This design comes from an exercise in tuning for small area, a short achievable clock period and few clock cycles on the open sky130 flow, not from production work. In this exercise RTL edits were held to simulation tests only and were not proved equivalent to the original.

==> flow/design.v, too long to show whole: its modules and the start of the top module <==
// module seq_calculator: 195 lines
// module mul_lo: 1878 lines
module seq_calculator #(
  parameter int NB = 48
) (
  input  logic          clk,
  input  logic          rst,
  input  logic          start,
  input  logic [2:0]    operand,
  input  logic [NB-1:0] a,
  input  logic [NB-1:0] b,
  output logic          busy,
  output logic          done,
  output logic [NB-1:0] result,
  output logic          err_div0,
  output logic          err_op
);
  // ...
==> flow/run.sh <==
#!/bin/bash
# synth_recipe.tcl (not shown) runs the flow's synth.tcl, then flattens the netlist and writes it again
# the make line also repeats each setting of config.mk as NAME=value (left out here)
make -C /OpenROAD-flow-scripts/flow DESIGN_CONFIG=/design/flow/config.mk WORK_HOME=/design/flow/orfs CLKGATE_MAP_FILE= SYNTH_SCRIPT=/design/flow/synth_recipe.tcl finish
==> flow/config.mk <==
export PLATFORM = sky130hd
export DESIGN_NAME = seq_calculator
export DESIGN_NICKNAME = seq_calculator
export VERILOG_FILES = /design/flow/design.v
export SDC_FILE = /design/flow/constraint.sdc
export NUM_CORES = 4
export LEC_CHECK = 0
export ABC_AREA = 1
export CAP_MARGIN = 20
export CORE_MARGIN = 2
export CORE_UTILIZATION = 45
export SETUP_SLACK_MARGIN = 3
export SLEW_MARGIN = 20
==> flow/constraint.sdc <==
create_clock -name core_clock -period 12.0 [get_ports {clk}]
set_input_delay 2.4000 -clock core_clock [delete_from_list [all_inputs] [get_ports {clk}]]
set_output_delay 2.4000 -clock core_clock [all_outputs]
set_load 0.01 [all_outputs]
==> impl_metrics.csv, run 1 <==
group,metric,value,unit
hold_path,min_path_type,"flop to flop",
cts,clock_sinks,212,
layout,seq_area_share,10.1,%
grt,grt_pass1_wl,442000,um
floorplanning,fp.dieW,354,um
floorplanning,nWellTaps,1625,
sta,hold_ws,0.570,ns
grt,grt_max_degree,115,
layout,design.seq.count,212,
sta,setup-tns-final,0,ns
grt,grt_util_met1,60.4,%
floorplanning,num_rows,128,
placed_design,gp_congestion,1.08,
layout,n_fill_cell,12500,
yosys,yosysUniqueCellTypes,73,
yosys,synth-simple-area-share,18.5,%
yosys,yosysWarnings,2,
critical_path,path_max_fanout,40,
critical_path,cp.required,12.35,ns
yosys,synth_seq_cells,212,
hold_path,min_path_cells,2,
outcome,status,"complete, no violations",
cts,clk_pin_slew,0.07,ns
sta,setup_viol,0,
critical_path,cp-end-kind,"flop",
drt,vias,62800,
drt,viasPerCell,6.42,
critical_path,worstPathArrival,9.27,ns
floorplanning,start_util,45.3,%
yosys,synth.area.mux_share,0.328,%
placed_design,dp_slack,1.03,ns
Testbench counts, summed over its fixed seeds: cycles 11,604.
==> module seq_calculator, before the edit <==
module seq_calculator #(
  parameter int NB = 48
) (
  input  logic          clk,
  input  logic          rst,
  input  logic          start,
  input  logic [2:0]    operand,
  input  logic [NB-1:0] a,
  input  logic [NB-1:0] b,
  output logic          busy,
  output logic          done,
  output logic [NB-1:0] result,
  output logic          err_div0,
  output logic          err_op
);
  localparam logic [2:0] OP_ADD = 3'd0;
  localparam logic [2:0] OP_SUB = 3'd1;
  localparam logic [2:0] OP_MUL = 3'd2;
  localparam logic [2:0] OP_DIV = 3'd3;
  localparam logic [2:0] OP_POW = 3'd4;
  localparam int R  = 2;              
  localparam int DW = NB + R - 1;     
  localparam int LW = $clog2(NB + 1);
  localparam int GW = $clog2(NB / R + 1);
  localparam logic [NB-1:0] ONE = NB'(1);
  logic          busy_reg;
  logic          done_reg;
  logic          pow_reg;     
  logic [NB-1:0] oa_reg;      
  logic [NB-1:0] ob_reg;      
  logic          cin_reg;     
  logic [NB-1:0] x_reg;       
  logic [DW-1:0] d_reg;       
  logic [LW-1:0] idx_reg;     
  logic          mstep_reg;   
  logic [GW-1:0] cnt_reg;     
  logic          neg_reg;     
  logic          e0_reg;
  logic          eo_reg;
  wire accept = start && !busy_reg;
  logic [NB:0] sum_x;
  logic [NB-1:0] sum;
  assign sum_x = {oa_reg, 1'b1} + {ob_reg, cin_reg};
  assign sum   = sum_x[NB:1];
  function automatic logic [LW-1:0] bitlen(input logic [NB-1:0] v);
    bitlen = '0;
    for (int i = 0; i < NB; i++)
      if (v[i]) bitlen = i + 1;
  endfunction
  function automatic logic [LW-1:0] maglen(input logic [NB-1:0] v);
    logic [NB-1:0] x;
    x = v ^ {NB{v[NB-1]}};
    maglen = bitlen(x) + LW'(v[NB-1] && (((x >> 1) & ~x) == '0));
  endfunction
  logic [NB-1:0] a_mag, b_mag;
  assign a_mag = a[NB-1] ? -a : a;
  assign b_mag = b[NB-1] ? -b : b;
  logic [LW-1:0] la, lb, kdiff, kshift;
  logic [GW-1:0] kgrp;
  logic          q_zero;
  logic [DW-1:0] d_aligned;
  assign la        = maglen(a);
  assign lb        = maglen(b);
  assign q_zero    = la < lb;
  assign kdiff     = la - lb;
  assign kgrp      = GW'(kdiff / R);
  assign kshift    = LW'(kgrp * R + (R - 1));
  assign d_aligned = {{(R-1){1'b0}}, b_mag} << kshift;
  logic          idle_sq;
  assign idle_sq = (operand == OP_POW);
  logic [NB-1:0] mul_x, mul_y, mul_s, mul_c;
  assign mul_x = busy_reg ? sum : a;
  assign mul_y = busy_reg ? (mstep_reg ? x_reg : sum) : (idle_sq ? a : b);
  mul_lo u_mul (.x(mul_x), .y(mul_y), .s(mul_s), .c(mul_c));
  logic [NB-1:0] rem_s [R+1];
  logic [R-1:0]  qbits;
  always_comb begin
    rem_s[0] = x_reg;
    for (int j = 0; j < R; j++) begin
      logic [DW:0] t;
      t = {1'b0, {(R-1){1'b0}}, rem_s[j]} - {1'b0, (d_reg >> j)};
      qbits[R-1-j] = !t[DW];
      rem_s[j+1]   = t[DW] ? rem_s[j] : t[NB-1:0];
    end
  end
  logic [NB-1:0] pow_neg_res;
  always_comb begin
    if (a == ONE)        pow_neg_res = ONE;
    else if (a == '1)    pow_neg_res = b[0] ? '1 : ONE;
    else                 pow_neg_res = '0;
  end
  wire ebit = d_reg[idx_reg];
  always_ff @(posedge clk) begin
    if (rst) begin
      busy_reg <= 1'b0;
      done_reg <= 1'b0;
    end else if (accept) begin
      done_reg <= 1'b1;
      busy_reg <= 1'b0;
      e0_reg   <= 1'b0;
      eo_reg   <= 1'b0;
      oa_reg   <= '0;
      ob_reg   <= '0;
      cin_reg  <= 1'b0;
      case (operand)
        OP_ADD: begin
          oa_reg <= a;
          ob_reg <= b;
        end
        OP_SUB: begin
          oa_reg  <= a;
          ob_reg  <= ~b;
          cin_reg <= 1'b1;
        end
        OP_MUL: begin
          oa_reg <= mul_s;
          ob_reg <= mul_c;
        end
        OP_DIV: begin
          x_reg   <= a_mag;
          d_reg   <= d_aligned;
          cnt_reg <= kgrp;
          neg_reg <= a[NB-1] ^ b[NB-1];
          pow_reg <= 1'b0;
          if (b == '0) begin
            e0_reg   <= 1'b1;
          end else if (!q_zero) begin
            oa_reg   <= {NB{a[NB-1] ^ b[NB-1]}};
            cin_reg  <= a[NB-1] ^ b[NB-1];
            done_reg <= 1'b0;
            busy_reg <= 1'b1;
          end
        end
        OP_POW: begin
          x_reg     <= a;
          d_reg     <= DW'(b);
          pow_reg   <= 1'b1;
          if (b[NB-1]) begin
            oa_reg <= pow_neg_res;
          end else if (b[NB-1:1] == '0) begin
            oa_reg <= b[0] ? a : ONE;
          end else begin
            oa_reg <= mul_s;
            ob_reg <= mul_c;
            if (b[lb - LW'(2)]) begin
              idx_reg   <= lb - LW'(2);
              mstep_reg <= 1'b1;
              done_reg  <= 1'b0;
              busy_reg  <= 1'b1;
            end else if (lb != LW'(2)) begin
              idx_reg   <= lb - LW'(3);
              mstep_reg <= 1'b0;
              done_reg  <= 1'b0;
              busy_reg  <= 1'b1;
            end
          end
        end
        default: begin
          eo_reg <= 1'b1;
        end
      endcase
    end else if (busy_reg) begin
      if (pow_reg) begin
        oa_reg <= mul_s;
        ob_reg <= mul_c;
        if (!mstep_reg && ebit) begin
          mstep_reg <= 1'b1;
        end else begin
          mstep_reg <= 1'b0;
          idx_reg   <= idx_reg - 1'b1;
          if (idx_reg == '0) begin
            busy_reg <= 1'b0;
            done_reg <= 1'b1;
          end
        end
      end else begin
        x_reg   <= rem_s[R];
        oa_reg  <= {oa_reg[NB-R-1:0], qbits ^ {R{neg_reg}}};
        d_reg   <= d_reg >> R;
        cnt_reg <= cnt_reg - 1'b1;
        if (cnt_reg == '0) begin
          busy_reg <= 1'b0;
          done_reg <= 1'b1;
        end
      end
    end else begin
      done_reg <= 1'b0;
    end
  end
  assign busy     = busy_reg;
  assign done     = done_reg;
  assign result   = sum;
  assign err_div0 = e0_reg;
  assign err_op   = eo_reg;
endmodule
==> run 2, diff against run 1 <==
--- a/flow/design.v
+++ b/flow/design.v
@@ -61,21 +61,19 @@
   logic [DW-1:0] d_aligned;
   assign la        = maglen(a);
   assign lb        = maglen(b);
   assign q_zero    = la < lb;
   assign kdiff     = la - lb;
   assign kgrp      = GW'(kdiff / R);
   assign kshift    = LW'(kgrp * R + (R - 1));
   assign d_aligned = {{(R-1){1'b0}}, b_mag} << kshift;
-  logic          idle_sq;
-  assign idle_sq = (operand == OP_POW);
   logic [NB-1:0] mul_x, mul_y, mul_s, mul_c;
   assign mul_x = busy_reg ? sum : a;
-  assign mul_y = busy_reg ? (mstep_reg ? x_reg : sum) : (idle_sq ? a : b);
+  assign mul_y = busy_reg ? (mstep_reg ? x_reg : sum) : b;
   mul_lo u_mul (.x(mul_x), .y(mul_y), .s(mul_s), .c(mul_c));
   logic [NB-1:0] rem_s [R+1];
   logic [R-1:0]  qbits;
   always_comb begin
     rem_s[0] = x_reg;
     for (int j = 0; j < R; j++) begin
       logic [DW:0] t;
       t = {1'b0, {(R-1){1'b0}}, rem_s[j]} - {1'b0, (d_reg >> j)};
@@ -129,35 +127,27 @@
             cin_reg  <= a[NB-1] ^ b[NB-1];
             done_reg <= 1'b0;
             busy_reg <= 1'b1;
           end
         end
         OP_POW: begin
           x_reg     <= a;
           d_reg     <= DW'(b);
+          idx_reg   <= lb - LW'(2);
+          mstep_reg <= 1'b0;
           pow_reg   <= 1'b1;
           if (b[NB-1]) begin
             oa_reg <= pow_neg_res;
           end else if (b[NB-1:1] == '0) begin
             oa_reg <= b[0] ? a : ONE;
           end else begin
-            oa_reg <= mul_s;
-            ob_reg <= mul_c;
-            if (b[lb - LW'(2)]) begin
-              idx_reg   <= lb - LW'(2);
-              mstep_reg <= 1'b1;
-              done_reg  <= 1'b0;
-              busy_reg  <= 1'b1;
-            end else if (lb != LW'(2)) begin
-              idx_reg   <= lb - LW'(3);
-              mstep_reg <= 1'b0;
-              done_reg  <= 1'b0;
-              busy_reg  <= 1'b1;
-            end
+            oa_reg   <= a;
+            done_reg <= 1'b0;
+            busy_reg <= 1'b1;
           end
         end
         default: begin
           eo_reg <= 1'b1;
         end
       endcase
     end else if (busy_reg) begin
       if (pow_reg) begin
@@ -1946,39 +1936,39 @@
   wire tx543 = tx533 ^ tx534;
   wire tx544 = tx535 ^ tx536;
   wire tx545 = tx537 ^ tx538;
   wire tx546 = tx539 ^ tx540;
   wire tx547 = tx541 ^ tx542;
   wire tx548 = tx543 ^ tx544;
   wire tx549 = tx545 ^ tx546;
   wire tx550 = tx547 ^ tx548;
-  wire tx551 = tx550 ^ tx549;
+  wire tx551 = tx549 ^ tx550;
   wire tx552 = fc30 ^ fc31;
   wire tx553 = fc32 ^ fc33;
   wire tx554 = fc34 ^ hc35;
   wire tx555 = fc138 ^ fc139;
-  wire tx556 = fc140 ^ fc141;
-  wire tx557 = fc142 ^ fc143;
-  wire tx558 = fc252 ^ fc253;
-  wire tx559 = fc254 ^ fc255;
-  wire tx560 = fc358 ^ fc359;
-  wire tx561 = fc360 ^ fc439;
-  wire tx562 = fc440 ^ fc483;
-  wire tx563 = tx552 ^ tx553;
-  wire tx564 = tx554 ^ tx555;
-  wire tx565 = tx556 ^ tx557;
-  wire tx566 = tx558 ^ tx559;
-  wire tx567 = tx560 ^ tx561;
-  wire tx568 = tx562 ^ fc528;
-  wire tx569 = tx563 ^ tx564;
-  wire tx570 = tx565 ^ tx566;
-  wire tx571 = tx567 ^ tx568;
-  wire tx572 = tx569 ^ tx570;
-  wire tx573 = tx572 ^ tx571;
+  wire tx556 = tx552 ^ tx553;
+  wire tx557 = tx554 ^ tx555;
+  wire tx558 = tx556 ^ tx557;
+  wire tx559 = fc140 ^ fc141;
+  wire tx560 = fc142 ^ fc143;
+  wire tx561 = fc252 ^ tx558;
+  wire tx562 = tx559 ^ tx560;
+  wire tx563 = tx561 ^ tx562;
+  wire tx564 = fc253 ^ fc254;
+  wire tx565 = fc255 ^ tx563;
+  wire tx566 = tx564 ^ tx565;
+  wire tx567 = tx566 ^ fc358;
+  wire tx568 = fc359 ^ fc360;
+  wire tx569 = tx567 ^ tx568;
+  wire tx570 = tx569 ^ fc439;
+  wire tx571 = fc440 ^ tx570;
+  wire tx572 = tx571 ^ fc483;
+  wire tx573 = tx572 ^ fc528;
   assign s[0] = pp0_0;
   assign c[0] = bneg0;
   assign s[1] = pp0_1;
   assign c[1] = 1'b0;
   assign s[2] = bneg1;
   assign c[2] = hs484;
   assign s[3] = hc484;
   assign c[3] = hs485;
--- a/flow/config.mk
+++ b/flow/config.mk
@@ -4,10 +4,10 @@
 export VERILOG_FILES = /design/flow/design.v
 export SDC_FILE = /design/flow/constraint.sdc
 export NUM_CORES = 4
 export LEC_CHECK = 0
 export ABC_AREA = 1
 export CAP_MARGIN = 20
 export CORE_MARGIN = 2
 export CORE_UTILIZATION = 45
-export SETUP_SLACK_MARGIN = 3
+export SETUP_SLACK_MARGIN = 4
 export SLEW_MARGIN = 20
==> impl_metrics.csv, run 2 <==
group,metric,value,unit
sta,setup-tns-final,0,ns
floorplanning,fp.dieW,349,um
layout,multi_input_area,43400,um2
yosys,synth-main-ff-cell,"edfxtp_1",
yosys,yosysWarnings,2,
layout,drive_above_1_share,14.2,%
grt,antenna_found_initial,12,
critical_path,reg2reg_from,"ob_reg[0]",
yosys,synthTopCellsByArea,"fa_1, edfxtp_1, xor2_1, nand2_1, inv_1",
layout,regArea,6350,um2
hold_path,min_to,"done_reg",
critical_path,cp-end-kind,"flop",
yosys,yosysUniqueCellTypes,73,
sta,rsz0062_at_grt,"true",
layout,syn2layout_area_growth,18.8,%
drt,viasPerCell,6.53,
critical_path,start_kind,"input pin",
sta,fin_crit_sh,66.4,%
drt,vias,61500,
floorplanning,die_h,349,um
yosys,ys_async_sr_fraction,0,%
grt,grt_overflow_total,0,
yosys,synth_area,53600,um2
yosys,synth.avg_cell_area,6.99,um2
cts,htree_levels,1,
cts,cts-root-buf,"clkbuf_16",
floorplanning,core_area,118000,um2
yosys,netlist_top_cells_count,"nand2_1, inv_1, xor2_1",
hold_path,hp-start,"done_reg",
run,maxCapViolations,0,
cts,numCtsBuffers,29,
critical_path,r2r_end,"ob_reg[47]",
placed_design,place_area,57000,um2
grt,grt_pass1_wl,434000,um
yosys,syn_inst,7669,
drt,drt_first_pass_iters,7,
drt,drc_errors,0,
placed_design,place_hpwl,238000,um
drt,final_antenna_net_count,0,
cts,postCtsHoldBufs,0,
layout,nets,8640,
critical_path,cp.required,12.34,ns
critical_path,critical_path_class,"input pin to flop",
yosys,synth_top_area_share,17.7,%
yosys,synth_seq_cells,212,
layout,largest_reg_flops,49,
cts,cts_tree,"built",
outcome,status,"complete, no violations",
layout,final_common_cell,"nand2_1",
yosys,synth_edf_count,210,
cts,worst_skew_pair.late_latency,0.66,ns
layout,final_cell_mix,"nand2_1, inv_1, xor2_1",
sta,hold_viol_final,0,
floorplanning,num_rows,126,
sta,setup_viol,0,
grt,grt_max_degree,61,
yosys,synth_top_cell_by_area,"fa_1",
placed_design,place.port_buffers,153,
yosys,yosysMostFrequentCell,"nand2_1",
cts,clk_pin_slew,0.06,ns
cts,clockBufferDepth,3,
layout,n_fill_cell,11700,
critical_path,ff2ff_setup_slack,4.06,ns
drt,drt_wl_total,320000,um
sta,slew_violations,0,
grt,grtUsageTotal,50.2,%
placed_design,gp_congestion,1.09,
yosys,ys_seq_area_share,11.8,%
drt,drt-initial-drc-count,9346,
hold_path,min_path_type,"flop to flop",
layout,stdcell_area,63600,um2
drt,routedWlPerCell,34.0,um
yosys,synth_nets,8452,
sta,period_needed,7.97,ns
critical_path,rr_worst_depth,25,
floorplanning,dieArea,122000,um2
sta,final.setup_skew,0.0361,ns
sta,worst_slew_pin_slew,1.29,ns
floorplanning,boundaryPins,154,
grt,grt_pass1_vias,56800,
critical_path,worstPathArrival,8.30,ns
sta,max_freq,126,MHz
hold_path,min_path_cells,2,
sta,relSlewSlack,12.8,%
critical_path,path_max_fanout,22,
floorplanning,start_util,45.4,%
cts,clock_sinks,212,
[run 2: cell count changes after synthesis, sizes merged, moves of 30 or more]
cell,previous run,this run
nor3,123,58
inv,1164,1097
o21ai,751,633
nor2,506,450
o22ai,652,582
a22oi,19,85
nand3,287,195
clkbuf,447,417
[run 2: worst max path at each step]
stage | from | end | depth (start not counted)
6_report | b[24] | ob_reg[47] | 24
5_1_grt | oa_reg[1] | ob_reg[47] | 36
4_1_cts | b[5] | ob_reg[47] | 27
3_5_place_dp | b[13] | oa_reg[33] | 22
3_3_place_gp | b[13] | ob_reg[47] | 27
2_1_floorplan | b[7] | ob_reg[47] | 28
[run 2: logic make-up after synthesis]
logic type	count (synthesis)	synth area share, %
multiplexers	33	0.619
XOR/XNOR	846	13.9
buffers and inverters	1632	11.7
AND/OR/NAND/NOR	2268	17.4
flip-flops	212	11.8
AO/OA/AOI/OAI	1997	22.0
adder cells (fa/ha/maj)	681	22.5
[run 2: worst max-delay path, cell delays in order]
cell	delay, ns
dlygate4sd2_1	0.83
o21ai_2	0.32
nand2_1	0.21
nand2_1	0.09
nand2_1	0.10
buf_8	0.22
o22ai_1	0.13
xor2_1	0.21
ha_1	0.26
fa_1	0.51
inv_1	0.05
fa_1	0.44
fa_1	0.49
inv_1	0.06
fa_2	0.38
inv_2	0.06
fa_1	0.40
fa_2	0.35
xor2_1	0.16
xnor2_1	0.20
xnor2_1	0.11
xor2_1	0.16
nand2_1	0.06
o21ai_0	0.08
[run 2: stage by stage]
stage          hold slack (ns)  setup WS (ns)  instances  util [%]
2_1_floorplan            0.481           4.00       7669         -
3_3_place_gp             0.461           1.75       9062      48.3
3_5_place_dp             0.457           1.69       9062      48.3
6_report                 0.465           4.03       9425      53.9
5_1_grt                  0.483           3.93       9417      53.9
4_1_cts                  0.466           3.97       9239      51.1
[run 2: per-layer routing]
layer	wire, um	part of all wire, %	track usage [%]	vias up
met3	50100	16	20.8	1274
met1	113000	35	61.2	29500
met2	124000	39	69.8	4904
met4	32200	10	38.4	14
li1	-	-	-	25800
met5	231	0.072	0.840	-
[run 2: cell type report]
type / instances / share of cell area (%)
antenna: 11 / 0.0432
clock buffer: 39 / 1.20
multi-input combinational: 5831 / 68.2
clock inverter: 13 / 0.204
sequential: 212 / 9.98
timing repair inverter: 8 / 0.0924
timing repair buffer: 662 / 10.2
tap: 1536 / 3.02
inverter: 1113 / 7.00
[run 2: repair_timing]
action,CTS,global route
cloned,14,19
pin swaps,34,125
resized for setup,406,486
buffers inserted,111,156
endpoints found under the setup margin,178,163
Testbench counts of run 2, summed over its fixed seeds: cycles 12,191.

-- afterwards: timing with drivers on the ports --
How much do the figures lean on ideal ports? The routed layouts below were timed once more, with nothing changed but the port constraints. Step 1: set_driving_cell puts a clkbuf_16 on clk and a buf_2 on each other input, an assumption about the parent block. Step 2 also shifts input and output timing later by t, the mid clock arrival at the registers, as if the neighbouring blocks saw the same clock. a / b / c = ideal / step 1 / step 2; a / b = the first two.
| run | shift t [ns] | setup slack, ns | worst setup path at the end | cell pins on the clock port's net |
|---|---|---|---|---|
| run 1 | 0.698 | 3.077 / 3.077 / 2.477 | input to register | 1 |
| run 2 | 0.694 | 4.034 / 4.062 / 3.372 | input to register | 1 |
After both steps every run listed still meets setup and hold. For run 2, which loses most, drivers alone change the setup slack by +0.028 ns; drivers and shift together by -0.662 ns.
